Context: an optimization exercise on an open-source flow, tuned for small area, a short achievable clock period and few clock cycles per item. The choices shown serve that exercise and are no tape-out recipe. Function was not checked in any run shown here: the RTL went through the layout flow alone. Power figures rest on the tool's default switching activity, not on a simulated workload.

==> flow/design.v, too long to show whole: its modules and the start of the top module <==
// module cnn_classifier: 2102 lines
module cnn_classifier (
    input  logic                    i_clk,
    input  logic                    i_rst,
    input  logic                    i_start,
    input  logic                    i_load_valid,
    input  logic                    i_load_sel,
    input  logic [6-1:0]  i_load_addr,
    input  logic [8-1:0]  i_load_data,
    output logic                    o_busy,
    output logic                    o_done,
    output logic                    o_decision,
    output logic [8-1:0] o_history
);
  // ...
==> flow/run.sh <==
#!/bin/bash
# synth_recipe.tcl (not shown) runs the flow's synth.tcl, then flattens the netlist and writes it again
# the make line also repeats each setting of config.mk as NAME=value (left out here)
make -C /OpenROAD-flow-scripts/flow DESIGN_CONFIG=/design/flow/config.mk WORK_HOME=/design/flow/orfs CLKGATE_MAP_FILE= SYNTH_SCRIPT=/design/flow/synth_recipe.tcl finish
==> flow/config.mk <==
export PLATFORM = sky130hd
export DESIGN_NAME = cnn_classifier
export DESIGN_NICKNAME = cnn_classifier
export VERILOG_FILES = /design/flow/design.v
export SDC_FILE = /design/flow/constraint.sdc
export NUM_CORES = 4
export LEC_CHECK = 0
export CAP_MARGIN = 20
export CORE_MARGIN = 2
export CORE_UTILIZATION = 40
export SETUP_SLACK_MARGIN = 5
export SLEW_MARGIN = 20
==> flow/constraint.sdc <==
create_clock -name core_clock -period 8.0 [get_ports {i_clk}]
set_input_delay 1.6000 -clock core_clock [delete_from_list [all_inputs] [get_ports {i_clk}]]
set_output_delay 1.6000 -clock core_clock [all_outputs]
set_load 0.01 [all_outputs]
==> impl_metrics.py, run 1 <==
metrics = {
    "status": {
        "status": "timing/DRC/antenna clean",
    },
    "power": {
        "ir_drop_mv": 0.253,
        "p_total_mw": 22.9,
        "leakage_nw": 33.0,
        "pwr-share-clk_pct": 32.4,
    },
    "timing": {
        "clock.fmax_mhz": 341,
        "final-setup-viol-count": 0,
        "rsz0062_at_grt": "yes",
        "worst_pin_slew_ns": 1.08,
    },
    "clocking": {
        "cts_setup_buffers": 25,
        "htree_levels": 4,
        "root_buffer": "clkbuf_16",
        "clock_sinks": 1450,
    },
    "logic_synthesis": {
        "synthMuxAreaShare_pct": 0.825,
        "ys_seq_elements": 1450,
        "synth.avg_cell_area_um2": 12.4,
        "synthCells": 5469,
        "synth.distinct_cells": 97,
    },
    "worst_setup_path": {
        "reg2reg_slack_ns": 5.10,
        "endpoint": "o_history[0]",
    },
    "place": {
        "placed_area_um2": 70300,
        "io_buffers": 29,
        "place.gp.congestion": 0.941,
    },
    "finish": {
        "design.seq.count": 1450,
        "drive_gt1_share_pct": 10.5,
        "buffers_excl_clock": 165,
        "clock_buffers": 218,
    },
}
==> run 2: changes to the inputs <==
--- a/flow/design.v
+++ b/flow/design.v
@@ -961,16 +961,20 @@
     logic l8_25;
     logic l8_26;
     logic l8_27;
     logic l8_28;
     logic l8_29;
     logic l8_30;
     logic l8_31;
     logic l8_32;
+    logic l8_33;
+    logic l8_34;
+    logic l8_35;
+    logic l8_36;
     logic [16:0] l8_s, l8_c;
     logic dn_1;
     logic dn_2;
     logic dn_3;
     logic dn_4;
     logic dn_5;
     logic dn_6;
     logic dn_7;
@@ -1867,50 +1871,54 @@
     assign l7_89 = l7_56 ^ l7_57 ^ r8_c[14];
     assign l7_90 = (l7_56 & l7_57) | (l7_56 & r8_c[14]) | (l7_57 & r8_c[14]);
     assign l7_91 = l7_58 ^ l7_59 ^ r8_c[15];
     assign l7_92 = (l7_58 & l7_59) | (l7_58 & r8_c[15]) | (l7_59 & r8_c[15]);
     assign l7_93 = l7_60 ^ r8_s[16] ^ r8_c[16];
     assign l7_94 = (l7_60 & r8_s[16]) | (l7_60 & r8_c[16]) | (r8_s[16] & r8_c[16]);
     assign l7_s = {l7_94, l7_92, l7_90, l7_88, l7_86, l7_84, l7_82, l7_80, l7_78, l7_76, l7_74, l7_72, l7_70, l7_68, l7_66, l7_64, l7_62, l7_61};
     assign l7_c = {1'b0, l7_93, l7_91, l7_89, l7_87, l7_85, l7_83, l7_81, l7_79, l7_77, l7_75, l7_73, l7_71, l7_69, l7_67, l7_65, l7_63, r8_c[0]};
-    assign l8_1 = ((sel_r9[0] & kx0[6]) | (sel_r9[1] & kx0[5]) | (sel_r9[2] & k3_0[6])) ^ ((sel_r9[3] & kx0[4]) | (sel_r9[4] & kx0[3]) | (sel_r9[5] & k3_0[4]));
-    assign l8_2 = ((sel_r9[0] & kx0[6]) | (sel_r9[1] & kx0[5]) | (sel_r9[2] & k3_0[6])) & ((sel_r9[3] & kx0[4]) | (sel_r9[4] & kx0[3]) | (sel_r9[5] & k3_0[4]));
-    assign l8_3 = ((sel_r9[0] & kx0[7]) | (sel_r9[1] & kx0[6]) | (sel_r9[2] & k3_0[7])) ^ ((sel_r9[3] & kx0[5]) | (sel_r9[4] & kx0[4]) | (sel_r9[5] & k3_0[5])) ^ ((sel_r9[6] & kx0[3]) | (sel_r9[7] & kx0[2]) | (sel_r9[8] & k3_0[3]));
-    assign l8_4 = (((sel_r9[0] & kx0[7]) | (sel_r9[1] & kx0[6]) | (sel_r9[2] & k3_0[7])) & ((sel_r9[3] & kx0[5]) | (sel_r9[4] & kx0[4]) | (sel_r9[5] & k3_0[5]))) | (((sel_r9[0] & kx0[7]) | (sel_r9[1] & kx0[6]) | (sel_r9[2] & k3_0[7])) & ((sel_r9[6] & kx0[3]) | (sel_r9[7] & kx0[2]) | (sel_r9[8] & k3_0[3]))) | (((sel_r9[3] & kx0[5]) | (sel_r9[4] & kx0[4]) | (sel_r9[5] & k3_0[5])) & ((sel_r9[6] & kx0[3]) | (sel_r9[7] & kx0[2]) | (sel_r9[8] & k3_0[3])));
-    assign l8_5 = ((sel_r9[0] & kx0[7]) | (sel_r9[1] & kx0[7]) | (sel_r9[2] & k3_0[8])) ^ ((sel_r9[3] & kx0[6]) | (sel_r9[4] & kx0[5]) | (sel_r9[5] & k3_0[6])) ^ ((sel_r9[6] & kx0[4]) | (sel_r9[7] & kx0[3]) | (sel_r9[8] & k3_0[4]));
-    assign l8_6 = (((sel_r9[0] & kx0[7]) | (sel_r9[1] & kx0[7]) | (sel_r9[2] & k3_0[8])) & ((sel_r9[3] & kx0[6]) | (sel_r9[4] & kx0[5]) | (sel_r9[5] & k3_0[6]))) | (((sel_r9[0] & kx0[7]) | (sel_r9[1] & kx0[7]) | (sel_r9[2] & k3_0[8])) & ((sel_r9[6] & kx0[4]) | (sel_r9[7] & kx0[3]) | (sel_r9[8] & k3_0[4]))) | (((sel_r9[3] & kx0[6]) | (sel_r9[4] & kx0[5]) | (sel_r9[5] & k3_0[6])) & ((sel_r9[6] & kx0[4]) | (sel_r9[7] & kx0[3]) | (sel_r9[8] & k3_0[4])));
-    assign l8_7 = ~((sel_r9[0] & kx0[7]) | (sel_r9[1] & kx0[7]) | (sel_r9[2] & k3_0[9])) ^ ((sel_r9[3] & kx0[7]) | (sel_r9[4] & kx0[6]) | (sel_r9[5] & k3_0[7])) ^ ((sel_r9[6] & kx0[5]) | (sel_r9[7] & kx0[4]) | (sel_r9[8] & k3_0[5]));
-    assign l8_8 = (~((sel_r9[0] & kx0[7]) | (sel_r9[1] & kx0[7]) | (sel_r9[2] & k3_0[9])) & ((sel_r9[3] & kx0[7]) | (sel_r9[4] & kx0[6]) | (sel_r9[5] & k3_0[7]))) | (~((sel_r9[0] & kx0[7]) | (sel_r9[1] & kx0[7]) | (sel_r9[2] & k3_0[9])) & ((sel_r9[6] & kx0[5]) | (sel_r9[7] & kx0[4]) | (sel_r9[8] & k3_0[5]))) | (((sel_r9[3] & kx0[7]) | (sel_r9[4] & kx0[6]) | (sel_r9[5] & k3_0[7])) & ((sel_r9[6] & kx0[5]) | (sel_r9[7] & kx0[4]) | (sel_r9[8] & k3_0[5])));
-    assign l8_9 = ((sel_r9[3] & kx0[7]) | (sel_r9[4] & kx0[7]) | (sel_r9[5] & k3_0[8])) ^ ((sel_r9[6] & kx0[6]) | (sel_r9[7] & kx0[5]) | (sel_r9[8] & k3_0[6]));
-    assign l8_10 = ((sel_r9[3] & kx0[7]) | (sel_r9[4] & kx0[7]) | (sel_r9[5] & k3_0[8])) & ((sel_r9[6] & kx0[6]) | (sel_r9[7] & kx0[5]) | (sel_r9[8] & k3_0[6]));
-    assign l8_11 = ~((sel_r9[3] & kx0[7]) | (sel_r9[4] & kx0[7]) | (sel_r9[5] & k3_0[9])) ^ ((sel_r9[6] & kx0[7]) | (sel_r9[7] & kx0[6]) | (sel_r9[8] & k3_0[7]));
-    assign l8_12 = ~((sel_r9[3] & kx0[7]) | (sel_r9[4] & kx0[7]) | (sel_r9[5] & k3_0[9])) & ((sel_r9[6] & kx0[7]) | (sel_r9[7] & kx0[6]) | (sel_r9[8] & k3_0[7]));
-    assign l8_13 = ((sel_r9[0] & kx0[4]) | (sel_r9[1] & kx0[3]) | (sel_r9[2] & k3_0[4])) ^ ((sel_r9[3] & kx0[2]) | (sel_r9[4] & kx0[1]) | (sel_r9[5] & k3_0[2]));
-    assign l8_14 = ((sel_r9[0] & kx0[4]) | (sel_r9[1] & kx0[3]) | (sel_r9[2] & k3_0[4])) & ((sel_r9[3] & kx0[2]) | (sel_r9[4] & kx0[1]) | (sel_r9[5] & k3_0[2]));
-    assign l8_15 = ((sel_r9[0] & kx0[5]) | (sel_r9[1] & kx0[4]) | (sel_r9[2] & k3_0[5])) ^ ((sel_r9[3] & kx0[3]) | (sel_r9[4] & kx0[2]) | (sel_r9[5] & k3_0[3])) ^ ((sel_r9[6] & kx0[1]) | (sel_r9[7] & kx0[0]) | (sel_r9[8] & k3_0[1]));
-    assign l8_16 = (((sel_r9[0] & kx0[5]) | (sel_r9[1] & kx0[4]) | (sel_r9[2] & k3_0[5])) & ((sel_r9[3] & kx0[3]) | (sel_r9[4] & kx0[2]) | (sel_r9[5] & k3_0[3]))) | (((sel_r9[0] & kx0[5]) | (sel_r9[1] & kx0[4]) | (sel_r9[2] & k3_0[5])) & ((sel_r9[6] & kx0[1]) | (sel_r9[7] & kx0[0]) | (sel_r9[8] & k3_0[1]))) | (((sel_r9[3] & kx0[3]) | (sel_r9[4] & kx0[2]) | (sel_r9[5] & k3_0[3])) & ((sel_r9[6] & kx0[1]) | (sel_r9[7] & kx0[0]) | (sel_r9[8] & k3_0[1])));
-    assign l8_17 = l8_1 ^ ((sel_r9[6] & kx0[2]) | (sel_r9[7] & kx0[1]) | (sel_r9[8] & k3_0[2])) ^ ((sel_r9[9] & kx0[0]) | (sel_r9[11] & k3_0[0]));
-    assign l8_18 = (l8_1 & ((sel_r9[6] & kx0[2]) | (sel_r9[7] & kx0[1]) | (sel_r9[8] & k3_0[2]))) | (l8_1 & ((sel_r9[9] & kx0[0]) | (sel_r9[11] & k3_0[0]))) | (((sel_r9[6] & kx0[2]) | (sel_r9[7] & kx0[1]) | (sel_r9[8] & k3_0[2])) & ((sel_r9[9] & kx0[0]) | (sel_r9[11] & k3_0[0])));
-    assign l8_19 = l8_2 ^ l8_3 ^ ((sel_r9[9] & kx0[1]) | (sel_r9[10] & kx0[0]) | (sel_r9[11] & k3_0[1]));
-    assign l8_20 = (l8_2 & l8_3) | (l8_2 & ((sel_r9[9] & kx0[1]) | (sel_r9[10] & kx0[0]) | (sel_r9[11] & k3_0[1]))) | (l8_3 & ((sel_r9[9] & kx0[1]) | (sel_r9[10] & kx0[0]) | (sel_r9[11] & k3_0[1])));
-    assign l8_21 = l8_4 ^ l8_5 ^ ((sel_r9[9] & kx0[2]) | (sel_r9[10] & kx0[1]) | (sel_r9[11] & k3_0[2]));
-    assign l8_22 = (l8_4 & l8_5) | (l8_4 & ((sel_r9[9] & kx0[2]) | (sel_r9[10] & kx0[1]) | (sel_r9[11] & k3_0[2]))) | (l8_5 & ((sel_r9[9] & kx0[2]) | (sel_r9[10] & kx0[1]) | (sel_r9[11] & k3_0[2])));
-    assign l8_23 = l8_6 ^ l8_7 ^ ((sel_r9[9] & kx0[3]) | (sel_r9[10] & kx0[2]) | (sel_r9[11] & k3_0[3]));
-    assign l8_24 = (l8_6 & l8_7) | (l8_6 & ((sel_r9[9] & kx0[3]) | (sel_r9[10] & kx0[2]) | (sel_r9[11] & k3_0[3]))) | (l8_7 & ((sel_r9[9] & kx0[3]) | (sel_r9[10] & kx0[2]) | (sel_r9[11] & k3_0[3])));
-    assign l8_25 = l8_8 ^ l8_9 ^ ((sel_r9[9] & kx0[4]) | (sel_r9[10] & kx0[3]) | (sel_r9[11] & k3_0[4]));
-    assign l8_26 = (l8_8 & l8_9) | (l8_8 & ((sel_r9[9] & kx0[4]) | (sel_r9[10] & kx0[3]) | (sel_r9[11] & k3_0[4]))) | (l8_9 & ((sel_r9[9] & kx0[4]) | (sel_r9[10] & kx0[3]) | (sel_r9[11] & k3_0[4])));
-    assign l8_27 = l8_10 ^ l8_11 ^ ((sel_r9[9] & kx0[5]) | (sel_r9[10] & kx0[4]) | (sel_r9[11] & k3_0[5]));
-    assign l8_28 = (l8_10 & l8_11) | (l8_10 & ((sel_r9[9] & kx0[5]) | (sel_r9[10] & kx0[4]) | (sel_r9[11] & k3_0[5]))) | (l8_11 & ((sel_r9[9] & kx0[5]) | (sel_r9[10] & kx0[4]) | (sel_r9[11] & k3_0[5])));
-    assign l8_29 = l8_12 ^ ((sel_r9[6] & kx0[7]) | (sel_r9[7] & kx0[7]) | (sel_r9[8] & k3_0[8])) ^ ((sel_r9[9] & kx0[6]) | (sel_r9[10] & kx0[5]) | (sel_r9[11] & k3_0[6]));
-    assign l8_30 = (l8_12 & ((sel_r9[6] & kx0[7]) | (sel_r9[7] & kx0[7]) | (sel_r9[8] & k3_0[8]))) | (l8_12 & ((sel_r9[9] & kx0[6]) | (sel_r9[10] & kx0[5]) | (sel_r9[11] & k3_0[6]))) | (((sel_r9[6] & kx0[7]) | (sel_r9[7] & kx0[7]) | (sel_r9[8] & k3_0[8])) & ((sel_r9[9] & kx0[6]) | (sel_r9[10] & kx0[5]) | (sel_r9[11] & k3_0[6])));
-    assign l8_31 = ~((sel_r9[6] & kx0[7]) | (sel_r9[7] & kx0[7]) | (sel_r9[8] & k3_0[9])) ^ ((sel_r9[9] & kx0[7]) | (sel_r9[10] & kx0[6]) | (sel_r9[11] & k3_0[7]));
-    assign l8_32 = ~((sel_r9[6] & kx0[7]) | (sel_r9[7] & kx0[7]) | (sel_r9[8] & k3_0[9])) & ((sel_r9[9] & kx0[7]) | (sel_r9[10] & kx0[6]) | (sel_r9[11] & k3_0[7]));
-    assign l8_s = {1'b0, ~((sel_r9[9] & kx0[7]) | (sel_r9[10] & kx0[7]) | (sel_r9[11] & k3_0[9])), l8_32, l8_30, l8_28, l8_26, l8_24, l8_22, l8_20, l8_18, l8_16, l8_14, l8_13, ((sel_r9[0] & kx0[3]) | (sel_r9[1] & kx0[2]) | (sel_r9[2] & k3_0[3])), ((sel_r9[0] & kx0[2]) | (sel_r9[1] & kx0[1]) | (sel_r9[2] & k3_0[2])), ((sel_r9[0] & kx0[1]) | (sel_r9[1] & kx0[0]) | (sel_r9[2] & k3_0[1])), ((sel_r9[0] & kx0[0]) | (sel_r9[2] & k3_0[0]))};
-    assign l8_c = {1'b0, 1'b0, ((sel_r9[9] & kx0[7]) | (sel_r9[10] & kx0[7]) | (sel_r9[11] & k3_0[8])), l8_31, l8_29, l8_27, l8_25, l8_23, l8_21, l8_19, l8_17, l8_15, ((sel_r9[6] & kx0[0]) | (sel_r9[8] & k3_0[0])), ((sel_r9[3] & kx0[1]) | (sel_r9[4] & kx0[0]) | (sel_r9[5] & k3_0[1])), ((sel_r9[3] & kx0[0]) | (sel_r9[5] & k3_0[0])), 1'b0, 1'b0};
+    assign l8_1 = ~((sel_r9[0] & kx0[7]) | (sel_r9[1] & kx0[7]) | (sel_r9[2] & k3_0[9])) ^ ((sel_r9[3] & kx0[7]) | (sel_r9[4] & kx0[6]) | (sel_r9[5] & k3_0[7]));
+    assign l8_2 = ~((sel_r9[0] & kx0[7]) | (sel_r9[1] & kx0[7]) | (sel_r9[2] & k3_0[9])) & ((sel_r9[3] & kx0[7]) | (sel_r9[4] & kx0[6]) | (sel_r9[5] & k3_0[7]));
+    assign l8_3 = ((sel_r9[3] & kx0[7]) | (sel_r9[4] & kx0[7]) | (sel_r9[5] & k3_0[8])) ^ ((sel_r9[6] & kx0[6]) | (sel_r9[7] & kx0[5]) | (sel_r9[8] & k3_0[6]));
+    assign l8_4 = ((sel_r9[3] & kx0[7]) | (sel_r9[4] & kx0[7]) | (sel_r9[5] & k3_0[8])) & ((sel_r9[6] & kx0[6]) | (sel_r9[7] & kx0[5]) | (sel_r9[8] & k3_0[6]));
+    assign l8_5 = ((sel_r9[0] & kx0[6]) | (sel_r9[1] & kx0[5]) | (sel_r9[2] & k3_0[6])) ^ ((sel_r9[3] & kx0[4]) | (sel_r9[4] & kx0[3]) | (sel_r9[5] & k3_0[4]));
+    assign l8_6 = ((sel_r9[0] & kx0[6]) | (sel_r9[1] & kx0[5]) | (sel_r9[2] & k3_0[6])) & ((sel_r9[3] & kx0[4]) | (sel_r9[4] & kx0[3]) | (sel_r9[5] & k3_0[4]));
+    assign l8_7 = ((sel_r9[0] & kx0[7]) | (sel_r9[1] & kx0[6]) | (sel_r9[2] & k3_0[7])) ^ ((sel_r9[3] & kx0[5]) | (sel_r9[4] & kx0[4]) | (sel_r9[5] & k3_0[5])) ^ ((sel_r9[6] & kx0[3]) | (sel_r9[7] & kx0[2]) | (sel_r9[8] & k3_0[3]));
+    assign l8_8 = (((sel_r9[0] & kx0[7]) | (sel_r9[1] & kx0[6]) | (sel_r9[2] & k3_0[7])) & ((sel_r9[3] & kx0[5]) | (sel_r9[4] & kx0[4]) | (sel_r9[5] & k3_0[5]))) | (((sel_r9[0] & kx0[7]) | (sel_r9[1] & kx0[6]) | (sel_r9[2] & k3_0[7])) & ((sel_r9[6] & kx0[3]) | (sel_r9[7] & kx0[2]) | (sel_r9[8] & k3_0[3]))) | (((sel_r9[3] & kx0[5]) | (sel_r9[4] & kx0[4]) | (sel_r9[5] & k3_0[5])) & ((sel_r9[6] & kx0[3]) | (sel_r9[7] & kx0[2]) | (sel_r9[8] & k3_0[3])));
+    assign l8_9 = ((sel_r9[0] & kx0[7]) | (sel_r9[1] & kx0[7]) | (sel_r9[2] & k3_0[8])) ^ ((sel_r9[3] & kx0[6]) | (sel_r9[4] & kx0[5]) | (sel_r9[5] & k3_0[6])) ^ ((sel_r9[6] & kx0[4]) | (sel_r9[7] & kx0[3]) | (sel_r9[8] & k3_0[4]));
+    assign l8_10 = (((sel_r9[0] & kx0[7]) | (sel_r9[1] & kx0[7]) | (sel_r9[2] & k3_0[8])) & ((sel_r9[3] & kx0[6]) | (sel_r9[4] & kx0[5]) | (sel_r9[5] & k3_0[6]))) | (((sel_r9[0] & kx0[7]) | (sel_r9[1] & kx0[7]) | (sel_r9[2] & k3_0[8])) & ((sel_r9[6] & kx0[4]) | (sel_r9[7] & kx0[3]) | (sel_r9[8] & k3_0[4]))) | (((sel_r9[3] & kx0[6]) | (sel_r9[4] & kx0[5]) | (sel_r9[5] & k3_0[6])) & ((sel_r9[6] & kx0[4]) | (sel_r9[7] & kx0[3]) | (sel_r9[8] & k3_0[4])));
+    assign l8_11 = l8_1 ^ ((sel_r9[6] & kx0[5]) | (sel_r9[7] & kx0[4]) | (sel_r9[8] & k3_0[5])) ^ ((sel_r9[9] & kx0[3]) | (sel_r9[10] & kx0[2]) | (sel_r9[11] & k3_0[3]));
+    assign l8_12 = (l8_1 & ((sel_r9[6] & kx0[5]) | (sel_r9[7] & kx0[4]) | (sel_r9[8] & k3_0[5]))) | (l8_1 & ((sel_r9[9] & kx0[3]) | (sel_r9[10] & kx0[2]) | (sel_r9[11] & k3_0[3]))) | (((sel_r9[6] & kx0[5]) | (sel_r9[7] & kx0[4]) | (sel_r9[8] & k3_0[5])) & ((sel_r9[9] & kx0[3]) | (sel_r9[10] & kx0[2]) | (sel_r9[11] & k3_0[3])));
+    assign l8_13 = l8_2 ^ l8_3 ^ ((sel_r9[9] & kx0[4]) | (sel_r9[10] & kx0[3]) | (sel_r9[11] & k3_0[4]));
+    assign l8_14 = (l8_2 & l8_3) | (l8_2 & ((sel_r9[9] & kx0[4]) | (sel_r9[10] & kx0[3]) | (sel_r9[11] & k3_0[4]))) | (l8_3 & ((sel_r9[9] & kx0[4]) | (sel_r9[10] & kx0[3]) | (sel_r9[11] & k3_0[4])));
+    assign l8_15 = l8_4 ^ ~((sel_r9[3] & kx0[7]) | (sel_r9[4] & kx0[7]) | (sel_r9[5] & k3_0[9])) ^ ((sel_r9[6] & kx0[7]) | (sel_r9[7] & kx0[6]) | (sel_r9[8] & k3_0[7]));
+    assign l8_16 = (l8_4 & ~((sel_r9[3] & kx0[7]) | (sel_r9[4] & kx0[7]) | (sel_r9[5] & k3_0[9]))) | (l8_4 & ((sel_r9[6] & kx0[7]) | (sel_r9[7] & kx0[6]) | (sel_r9[8] & k3_0[7]))) | (~((sel_r9[3] & kx0[7]) | (sel_r9[4] & kx0[7]) | (sel_r9[5] & k3_0[9])) & ((sel_r9[6] & kx0[7]) | (sel_r9[7] & kx0[6]) | (sel_r9[8] & k3_0[7])));
+    assign l8_17 = ((sel_r9[0] & kx0[4]) | (sel_r9[1] & kx0[3]) | (sel_r9[2] & k3_0[4])) ^ ((sel_r9[3] & kx0[2]) | (sel_r9[4] & kx0[1]) | (sel_r9[5] & k3_0[2]));
+    assign l8_18 = ((sel_r9[0] & kx0[4]) | (sel_r9[1] & kx0[3]) | (sel_r9[2] & k3_0[4])) & ((sel_r9[3] & kx0[2]) | (sel_r9[4] & kx0[1]) | (sel_r9[5] & k3_0[2]));
+    assign l8_19 = ((sel_r9[0] & kx0[5]) | (sel_r9[1] & kx0[4]) | (sel_r9[2] & k3_0[5])) ^ ((sel_r9[3] & kx0[3]) | (sel_r9[4] & kx0[2]) | (sel_r9[5] & k3_0[3])) ^ ((sel_r9[6] & kx0[1]) | (sel_r9[7] & kx0[0]) | (sel_r9[8] & k3_0[1]));
+    assign l8_20 = (((sel_r9[0] & kx0[5]) | (sel_r9[1] & kx0[4]) | (sel_r9[2] & k3_0[5])) & ((sel_r9[3] & kx0[3]) | (sel_r9[4] & kx0[2]) | (sel_r9[5] & k3_0[3]))) | (((sel_r9[0] & kx0[5]) | (sel_r9[1] & kx0[4]) | (sel_r9[2] & k3_0[5])) & ((sel_r9[6] & kx0[1]) | (sel_r9[7] & kx0[0]) | (sel_r9[8] & k3_0[1]))) | (((sel_r9[3] & kx0[3]) | (sel_r9[4] & kx0[2]) | (sel_r9[5] & k3_0[3])) & ((sel_r9[6] & kx0[1]) | (sel_r9[7] & kx0[0]) | (sel_r9[8] & k3_0[1])));
+    assign l8_21 = l8_5 ^ ((sel_r9[6] & kx0[2]) | (sel_r9[7] & kx0[1]) | (sel_r9[8] & k3_0[2])) ^ ((sel_r9[9] & kx0[0]) | (sel_r9[11] & k3_0[0]));
+    assign l8_22 = (l8_5 & ((sel_r9[6] & kx0[2]) | (sel_r9[7] & kx0[1]) | (sel_r9[8] & k3_0[2]))) | (l8_5 & ((sel_r9[9] & kx0[0]) | (sel_r9[11] & k3_0[0]))) | (((sel_r9[6] & kx0[2]) | (sel_r9[7] & kx0[1]) | (sel_r9[8] & k3_0[2])) & ((sel_r9[9] & kx0[0]) | (sel_r9[11] & k3_0[0])));
+    assign l8_23 = l8_6 ^ l8_7 ^ ((sel_r9[9] & kx0[1]) | (sel_r9[10] & kx0[0]) | (sel_r9[11] & k3_0[1]));
+    assign l8_24 = (l8_6 & l8_7) | (l8_6 & ((sel_r9[9] & kx0[1]) | (sel_r9[10] & kx0[0]) | (sel_r9[11] & k3_0[1]))) | (l8_7 & ((sel_r9[9] & kx0[1]) | (sel_r9[10] & kx0[0]) | (sel_r9[11] & k3_0[1])));
+    assign l8_25 = l8_8 ^ l8_9 ^ ((sel_r9[9] & kx0[2]) | (sel_r9[10] & kx0[1]) | (sel_r9[11] & k3_0[2]));
+    assign l8_26 = (l8_8 & l8_9) | (l8_8 & ((sel_r9[9] & kx0[2]) | (sel_r9[10] & kx0[1]) | (sel_r9[11] & k3_0[2]))) | (l8_9 & ((sel_r9[9] & kx0[2]) | (sel_r9[10] & kx0[1]) | (sel_r9[11] & k3_0[2])));
+    assign l8_27 = l8_10 ^ l8_11 ^ 1'b1;
+    assign l8_28 = (l8_10 & l8_11) | (l8_10 & 1'b1) | (l8_11 & 1'b1);
+    assign l8_29 = l8_12 ^ l8_13 ^ 1'b1;
+    assign l8_30 = (l8_12 & l8_13) | (l8_12 & 1'b1) | (l8_13 & 1'b1);
+    assign l8_31 = l8_14 ^ l8_15 ^ ((sel_r9[9] & kx0[5]) | (sel_r9[10] & kx0[4]) | (sel_r9[11] & k3_0[5]));
+    assign l8_32 = (l8_14 & l8_15) | (l8_14 & ((sel_r9[9] & kx0[5]) | (sel_r9[10] & kx0[4]) | (sel_r9[11] & k3_0[5]))) | (l8_15 & ((sel_r9[9] & kx0[5]) | (sel_r9[10] & kx0[4]) | (sel_r9[11] & k3_0[5])));
+    assign l8_33 = l8_16 ^ ((sel_r9[6] & kx0[7]) | (sel_r9[7] & kx0[7]) | (sel_r9[8] & k3_0[8])) ^ ((sel_r9[9] & kx0[6]) | (sel_r9[10] & kx0[5]) | (sel_r9[11] & k3_0[6]));
+    assign l8_34 = (l8_16 & ((sel_r9[6] & kx0[7]) | (sel_r9[7] & kx0[7]) | (sel_r9[8] & k3_0[8]))) | (l8_16 & ((sel_r9[9] & kx0[6]) | (sel_r9[10] & kx0[5]) | (sel_r9[11] & k3_0[6]))) | (((sel_r9[6] & kx0[7]) | (sel_r9[7] & kx0[7]) | (sel_r9[8] & k3_0[8])) & ((sel_r9[9] & kx0[6]) | (sel_r9[10] & kx0[5]) | (sel_r9[11] & k3_0[6])));
+    assign l8_35 = ~((sel_r9[6] & kx0[7]) | (sel_r9[7] & kx0[7]) | (sel_r9[8] & k3_0[9])) ^ ((sel_r9[9] & kx0[7]) | (sel_r9[10] & kx0[6]) | (sel_r9[11] & k3_0[7]));
+    assign l8_36 = ~((sel_r9[6] & kx0[7]) | (sel_r9[7] & kx0[7]) | (sel_r9[8] & k3_0[9])) & ((sel_r9[9] & kx0[7]) | (sel_r9[10] & kx0[6]) | (sel_r9[11] & k3_0[7]));
+    assign l8_s = {1'b0, ~((sel_r9[9] & kx0[7]) | (sel_r9[10] & kx0[7]) | (sel_r9[11] & k3_0[9])), l8_36, l8_34, l8_32, l8_30, l8_28, l8_26, l8_24, l8_22, l8_20, l8_18, l8_17, ((sel_r9[0] & kx0[3]) | (sel_r9[1] & kx0[2]) | (sel_r9[2] & k3_0[3])), ((sel_r9[0] & kx0[2]) | (sel_r9[1] & kx0[1]) | (sel_r9[2] & k3_0[2])), ((sel_r9[0] & kx0[1]) | (sel_r9[1] & kx0[0]) | (sel_r9[2] & k3_0[1])), ((sel_r9[0] & kx0[0]) | (sel_r9[2] & k3_0[0]))};
+    assign l8_c = {1'b0, 1'b0, ((sel_r9[9] & kx0[7]) | (sel_r9[10] & kx0[7]) | (sel_r9[11] & k3_0[8])), l8_35, l8_33, l8_31, l8_29, l8_27, l8_25, l8_23, l8_21, l8_19, ((sel_r9[6] & kx0[0]) | (sel_r9[8] & k3_0[0])), ((sel_r9[3] & kx0[1]) | (sel_r9[4] & kx0[0]) | (sel_r9[5] & k3_0[1])), ((sel_r9[3] & kx0[0]) | (sel_r9[5] & k3_0[0])), 1'b0, 1'b0};
     assign dn_1 = ((fsel_c[0] & dwt_c[4]) | (fsel_c[1] & dwt_c[3]) | (fsel_c[2] & dwt3_c[4])) ^ ((fsel_c[3] & dwt_c[2]) | (fsel_c[4] & dwt_c[1]) | (fsel_c[5] & dwt3_c[2]));
     assign dn_2 = ((fsel_c[0] & dwt_c[4]) | (fsel_c[1] & dwt_c[3]) | (fsel_c[2] & dwt3_c[4])) & ((fsel_c[3] & dwt_c[2]) | (fsel_c[4] & dwt_c[1]) | (fsel_c[5] & dwt3_c[2]));
     assign dn_3 = ((fsel_c[0] & dwt_c[5]) | (fsel_c[1] & dwt_c[4]) | (fsel_c[2] & dwt3_c[5])) ^ ((fsel_c[3] & dwt_c[3]) | (fsel_c[4] & dwt_c[2]) | (fsel_c[5] & dwt3_c[3])) ^ ((fsel_c[6] & dwt_c[1]) | (fsel_c[7] & dwt_c[0]) | (fsel_c[8] & dwt3_c[1]));
     assign dn_4 = (((fsel_c[0] & dwt_c[5]) | (fsel_c[1] & dwt_c[4]) | (fsel_c[2] & dwt3_c[5])) & ((fsel_c[3] & dwt_c[3]) | (fsel_c[4] & dwt_c[2]) | (fsel_c[5] & dwt3_c[3]))) | (((fsel_c[0] & dwt_c[5]) | (fsel_c[1] & dwt_c[4]) | (fsel_c[2] & dwt3_c[5])) & ((fsel_c[6] & dwt_c[1]) | (fsel_c[7] & dwt_c[0]) | (fsel_c[8] & dwt3_c[1]))) | (((fsel_c[3] & dwt_c[3]) | (fsel_c[4] & dwt_c[2]) | (fsel_c[5] & dwt3_c[3])) & ((fsel_c[6] & dwt_c[1]) | (fsel_c[7] & dwt_c[0]) | (fsel_c[8] & dwt3_c[1])));
     assign dn_5 = ((fsel_c[0] & dwt_c[6]) | (fsel_c[1] & dwt_c[5]) | (fsel_c[2] & dwt3_c[6])) ^ ((fsel_c[3] & dwt_c[4]) | (fsel_c[4] & dwt_c[3]) | (fsel_c[5] & dwt3_c[4])) ^ ((fsel_c[6] & dwt_c[2]) | (fsel_c[7] & dwt_c[1]) | (fsel_c[8] & dwt3_c[2]));
     assign dn_6 = (((fsel_c[0] & dwt_c[6]) | (fsel_c[1] & dwt_c[5]) | (fsel_c[2] & dwt3_c[6])) & ((fsel_c[3] & dwt_c[4]) | (fsel_c[4] & dwt_c[3]) | (fsel_c[5] & dwt3_c[4]))) | (((fsel_c[0] & dwt_c[6]) | (fsel_c[1] & dwt_c[5]) | (fsel_c[2] & dwt3_c[6])) & ((fsel_c[6] & dwt_c[2]) | (fsel_c[7] & dwt_c[1]) | (fsel_c[8] & dwt3_c[2]))) | (((fsel_c[3] & dwt_c[4]) | (fsel_c[4] & dwt_c[3]) | (fsel_c[5] & dwt3_c[4])) & ((fsel_c[6] & dwt_c[2]) | (fsel_c[7] & dwt_c[1]) | (fsel_c[8] & dwt3_c[2])));
     assign dn_7 = ((fsel_c[9] & dwt_c[0]) | (fsel_c[11] & dwt3_c[0])) ^ acc_in_s[6];
     assign dn_8 = ((fsel_c[9] & dwt_c[0]) | (fsel_c[11] & dwt3_c[0])) & acc_in_s[6];
@@ -2029,33 +2037,30 @@
         r7_c <= l7_c;
         r8_s <= l8_s;
         r8_c <= l8_c;
         wsum_s <= l0_s;
         wsum_c <= l0_c;
     end
     logic win_a;
     assign win_a = step && (head_n[5:4] != 2'd0) && (head_n[2:1] != 2'd0);
-    logic signed [19:0] wsum;
-    assign wsum = wsum_s + wsum_c + 20'd656896;
+    logic [19:0] wsum_x;
+    assign wsum_x = wsum_s + wsum_c;
     logic [7:0] feat_b;
     always_comb begin
-        if (wsum <= 0) feat_b = '0;
-        else if (wsum > 20'sd4095) feat_b = 8'hff;
-        else feat_b = wsum[11:4];
+        if (wsum_x[19:12] > 8'd96) feat_b = 8'hff;
+        else if (wsum_x[19:12] == 8'd96 && wsum_x[11:0] != 12'd0) feat_b = wsum_x[11:4];
+        else feat_b = '0;
     end
-    logic [2:0] r_a, c_a;
-    assign r_a = head_n[5:3] - 3'd2;
-    assign c_a = head_n[2:0] - 3'd2;
     logic [7:0] dsel_a;
     always_comb begin
         dsel_a = '0;
         for (int r = 0; r < 6; r++)
             for (int c = 0; c < 6; c++)
-                if (r_a == 3'(r) && c_a == 3'(c)) dsel_a = dw[r * 6 + c];
+                if (head_n[5:3] == 3'(r + 2) && head_n[2:0] == 3'(c + 2)) dsel_a = dw[r * 6 + c];
     end
     assign acc_in_s = fc ? 20'd530432 : acc_s;
     assign acc_in_c = fc ? 20'd0 : acc_c;
     always_ff @(posedge i_clk) begin
         if (i_rst) begin
             vb <= 1'b0;
             vc <= 1'b0;
         end else begin
@@ -2090,13 +2095,18 @@
                 done_r <= 1'b0;
             end else if (fin) begin
                 done_r <= 1'b1;
                 dec_r  <= (acc > 0);
                 hist_r <= {hist_r[6:0], (acc > 0)};
             end
         end
     end
-    assign o_busy     = busy;
-    assign o_done     = done_r;
+    logic busy_o, done_o;
+    always_ff @(posedge i_clk) begin
+        busy_o <= busy_nx;
+        done_o <= !i_rst && !done_r && fin;
+    end
+    assign o_busy     = busy_o;
+    assign o_done     = done_o;
     assign o_decision = dec_r;
     assign o_history  = hist_r;
 endmodule
==> flow/config.mk (replaced) <==
export PLATFORM = sky130hd
export DESIGN_NAME = cnn_classifier
export DESIGN_NICKNAME = cnn_classifier
export VERILOG_FILES = /design/flow/design.v
export SDC_FILE = /design/flow/constraint.sdc
export NUM_CORES = 4
export LEC_CHECK = 0
export CAP_MARGIN = 20
export CORE_MARGIN = 2
export CORE_UTILIZATION = 40
export CTS_BUF_LIST = sky130_fd_sc_hd__clkbuf_8
export SETUP_SLACK_MARGIN = 5
export SLEW_MARGIN = 20
==> run 2 against run 1 <==
Still clean on timing, DRC and antenna. Via count up 0.27%. Flip-flop and latch count up 3. Register-to-register slack worse by 0.19 ns. Count of clock-buffer cells in the layout up 44. Sequential share of layout area up 0.82 points. Worst hold slack worse by 0.0056 ns. Maximum frequency down 5.2%. Combinational power down 11%. Die area down 0.39%. Synthesized cell count about the same. Cell count up 1.5%. Largest cell class unchanged.
==> impl_metrics.py, run 2 <==
metrics = {
    "status": {
        "status": "timing/DRC/antenna clean",
    },
    "logic_synthesis": {
        "syn-cell-area_um2": 67600,
        "synth_edf_count": 848,
        "synth_top_cell_area_share_pct": 37.6,
        "synthCells": 5467,
        "yosysMostFrequentCell": "edfxtp_1",
        "ys_seq_area_share_pct": 55.6,
        "yosys_most_used_dff": "edfxtp_1",
        "ys_top_cells_by_count": "edfxtp_1 (848), inv_1 (701), dfxtp_1 (605)",
        "synth.avg_cell_area_um2": 12.4,
        "synth_area_leader_cell": "edfxtp_1",
        "synth.distinct_cells": 82,
        "synth_nets": 6068,
        "synth-warning-count": 1,
        "ys_seq_elements": 1453,
        "synthArstFlopShare_pct": 0,
        "synth_area_leaders": "edfxtp_1 (38%), dfxtp_1 (18%), fa_1 (11%)",
    },
    "place": {
        "place_ws_ns": 4.36,
        "dpl.cell_count": 7414,
        "io_buffers": 29,
        "dp_hpwl_um": 109000,
        "place.gp.congestion": 0.899,
    },
    "job": {
        "cap_violations": 0,
    },
    "power": {
        "pwr-share-clk_pct": 30.4,
        "power_switching_share_pct": 31.7,
        "leakage_nw": 32.9,
        "netSwitchingPower_mw": 6.78,
        "ir_drop_mv": 0.213,
        "p_total_mw": 21.4,
        "pwr-share-comb_pct": 24.4,
        "power_density_nw_per_um2": 283,
        "internal_power_mw": 14.6,
        "p_seq_share_pct": 45.2,
    },
    "clocking": {
        "cts_tree": "done",
        "cts_buffers": 235,
        "root_buffer": "clkbuf_8",
        "htree_levels": 4,
        "clk_latency_ns": 1.03,
        "clock_sinks": 1453,
        "cts-hold-fix-buffers": 0,
        "clockBufferDepth": 3,
        "path_clk_slew_ns": 0.07,
    },
    "worst_setup_path": {
        "cpLargestDelayFamily": "compound AO/OA/AOI/OAI gates",
        "crit_top_cell": "a31oi_1",
        "setup.worst_path.end_class": "flip-flop",
        "path_buf_inv": 1,
        "arrival_ns": 4.01,
        "start_kind": "flip-flop",
        "cp_max_fo": 12,
        "crit_chain": "inv_1 -> ha_2 -> nand3_2 -> nor2_4 -> nand2_1 -> a31oi_1 -> nand4_1 -> a2111oi_0 -> a31oi_1 -> a21oi_1",
        "max_stage_delay_ns": 0.46,
        "crit_type": "flip-flop to flip-flop",
        "slowest_stage": "a2111oi_0",
        "worstPathRequired_ns": 8.92,
    },
    "finish": {
        "drive_gt1_share_pct": 10.3,
        "final_cell_mix": "edfxtp_1 (848), inv_1 (785), dfxtp_1 (568)",
        "largest-register": "ring",
        "finalNetCount": 6079,
        "final-instance-count-excl-fill": 7898,
        "largestRegisters": "ring x512, dw x288, kw x72",
        "layout_commonest_cell": "edfxtp_1",
        "largest_reg_flops": 512,
        "syn_to_final_growth_pct": 11.7,
    },
    "detailed_routing": {
        "drtIter0Drc": 5661,
        "post-route-drc-count": 0,
        "totalWireLength_um": 169000,
        "antenna_left": 0,
        "firstDrtPassIters": 15,
        "wl_per_cell_um": 21.5,
        "num_vias": 43500,
        "viasPerCell": 5.51,
    },
    "floorplan": {
        "die_area_um2": 172000,
        "die_x_um": 415,
        "start_util_pct": 40.4,
        "core_um2": 168000,
        "ios": 30,
        "die_h_um": 415,
        "rows": 150,
    },
    "hold_path": {
        "holdCritPathClass": "flip-flop to flip-flop",
    },
    "timing": {
        "hold_violations": 0,
        "period_minus_slack_ns": 3.09,
        "layout_setup_ws_ns": 4.91,
        "slew_headroom_pct": 26.6,
        "finalSetupTns_ns": 0,
        "worst_pin_slew_ns": 1.09,
        "post-route-period-util_pct": 38.7,
        "clock.fmax_mhz": 323,
        "drv_slew": 0,
        "finalClockSkew_ns": 0.0955,
        "final-setup-viol-count": 0,
        "rsz0062_at_grt": "yes",
    },
    "global_route": {
        "overflow": 0,
        "track_usage_pct": 19.3,
        "antenna_found_initial": 4,
        "grt_start_max_net_pins": 117,
        "first_global_vias": 44200,
        "grt_pass1_wl_um": 260000,
    },
}
run 2: changes by cell type after synthesis, sizes merged, moves of 9 or more:
cell	delta
buf	-11
clkbuf	+15
a221oi	-13
nand2	+15
inv	-13
nor2	-10
ha	-16
o21ai	+11
nand4	+14
nor3	+9
run 2: power groups by stage:
stage	sequential [mW]	combinational, mW	clock, mW
floorplan	9.58	3.64	0
global placement	9.80	5.05	0
detailed placement	9.82	5.20	0
CTS	9.66	5.25	6.66
global route	9.75	6.11	6.98
finish	9.66	5.22	6.49
run 2: timing repair:
action                     CTS  global route
pin swaps                   15            10
gates cloned                 3             1
setup endpoints to repair  385            41
setup buffers               15            11
resized for setup          132            53
run 2: stage by stage:
stage                     instance area [µm²]  hold slack (ns)  utilization, %
after floorplan                         67600            0.310               -
after global placement                  70000            0.311            41.7
after detailed placement                70000            0.313            41.8
after CTS                               75300            0.316            44.9
after global routing                    75600            0.327            45.1
final                                   75600            0.318            45.1
run 2: path summary, 6_finish.rpt:
path              startpoint         to  slack (ns)  cells after the start
setup / recovery   head_n[1]  dsel_b[6]        4.91                     10
hold / removal      r2_s[19]   r1_c[19]        0.32                      0
setup reg to reg   head_n[1]  dsel_b[6]        4.91                     10
hold reg to reg     r2_s[19]   r1_c[19]        0.32                      0
run 2: cell type report:
| class | instances | area [µm²] |
|---|---|---|
| Clock buffer | 262 | 3610 |
| Tap cell | 2204 | 2760 |
| Fill cell | 15300 | 92000 |
| Sequential cell | 1453 | 37600 |
| Clock inverter | 186 | 1230 |
| Antenna cell | 5 | 12.5 |
| Inverter | 701 | 2640 |
| Multi-Input combinational cell | 2943 | 26500 |
| Timing Repair Buffer | 144 | 1240 |
run 2: metal layers:
layer / global-route usage (%) / wire length, µm / vias up
met5: 0 / 0 / -
met4: 6.84 / 4990 / 0
met3: 3.77 / 13300 / 323
met2: 31.6 / 80500 / 1851
met1: 25.4 / 70700 / 21700
li1: - / - / 19600
run 2: cells by family after synthesis:
kind of cell	synth area share [%]
muxes	0.892
and+or+nand+nor	5.87
adders and majority gates	14.9
DFF	55.6
buffers and inverters	5.96
AOI/OAI and AO/OA	15.6
xor gates and xnor gates	1.20

[afterwards: timing with drivers on the ports]
In the flow no input, the clock included, has a driving cell. The finished layouts below were timed again as built, in two steps.
Step 1 (the two cells are an assumption about what drives the block):
set clk [get_ports {i_clk}]
set_driving_cell -lib_cell sky130_fd_sc_hd__clkbuf_16 $clk
set_driving_cell -lib_cell sky130_fd_sc_hd__buf_2 [delete_from_list [all_inputs] $clk]
Step 2, shift: input delay + t, output delay - t, t = (earliest + latest rising clock arrival at the registers) / 2. This alone moves slack from input paths to output paths.
Slacks: no drivers / after step 1 / after step 2; pairs: no drivers / after step 1.
run	t (ns)	setup slack, ns	worst setup path at the end	worst register clock-pin slew, ns	pins driven straight from the clock port
run 1	0.875	5.067 / 4.982 / 4.531	input to register	0.07 / 0.07	1
run 2	1.058	4.907 / 4.867 / 4.402	input to register	0.07 / 0.07	1
After both steps every run listed still meets setup and hold. For run 1, which loses most, drivers alone change the setup slack by -0.085 ns; drivers and shift together by -0.536 ns.
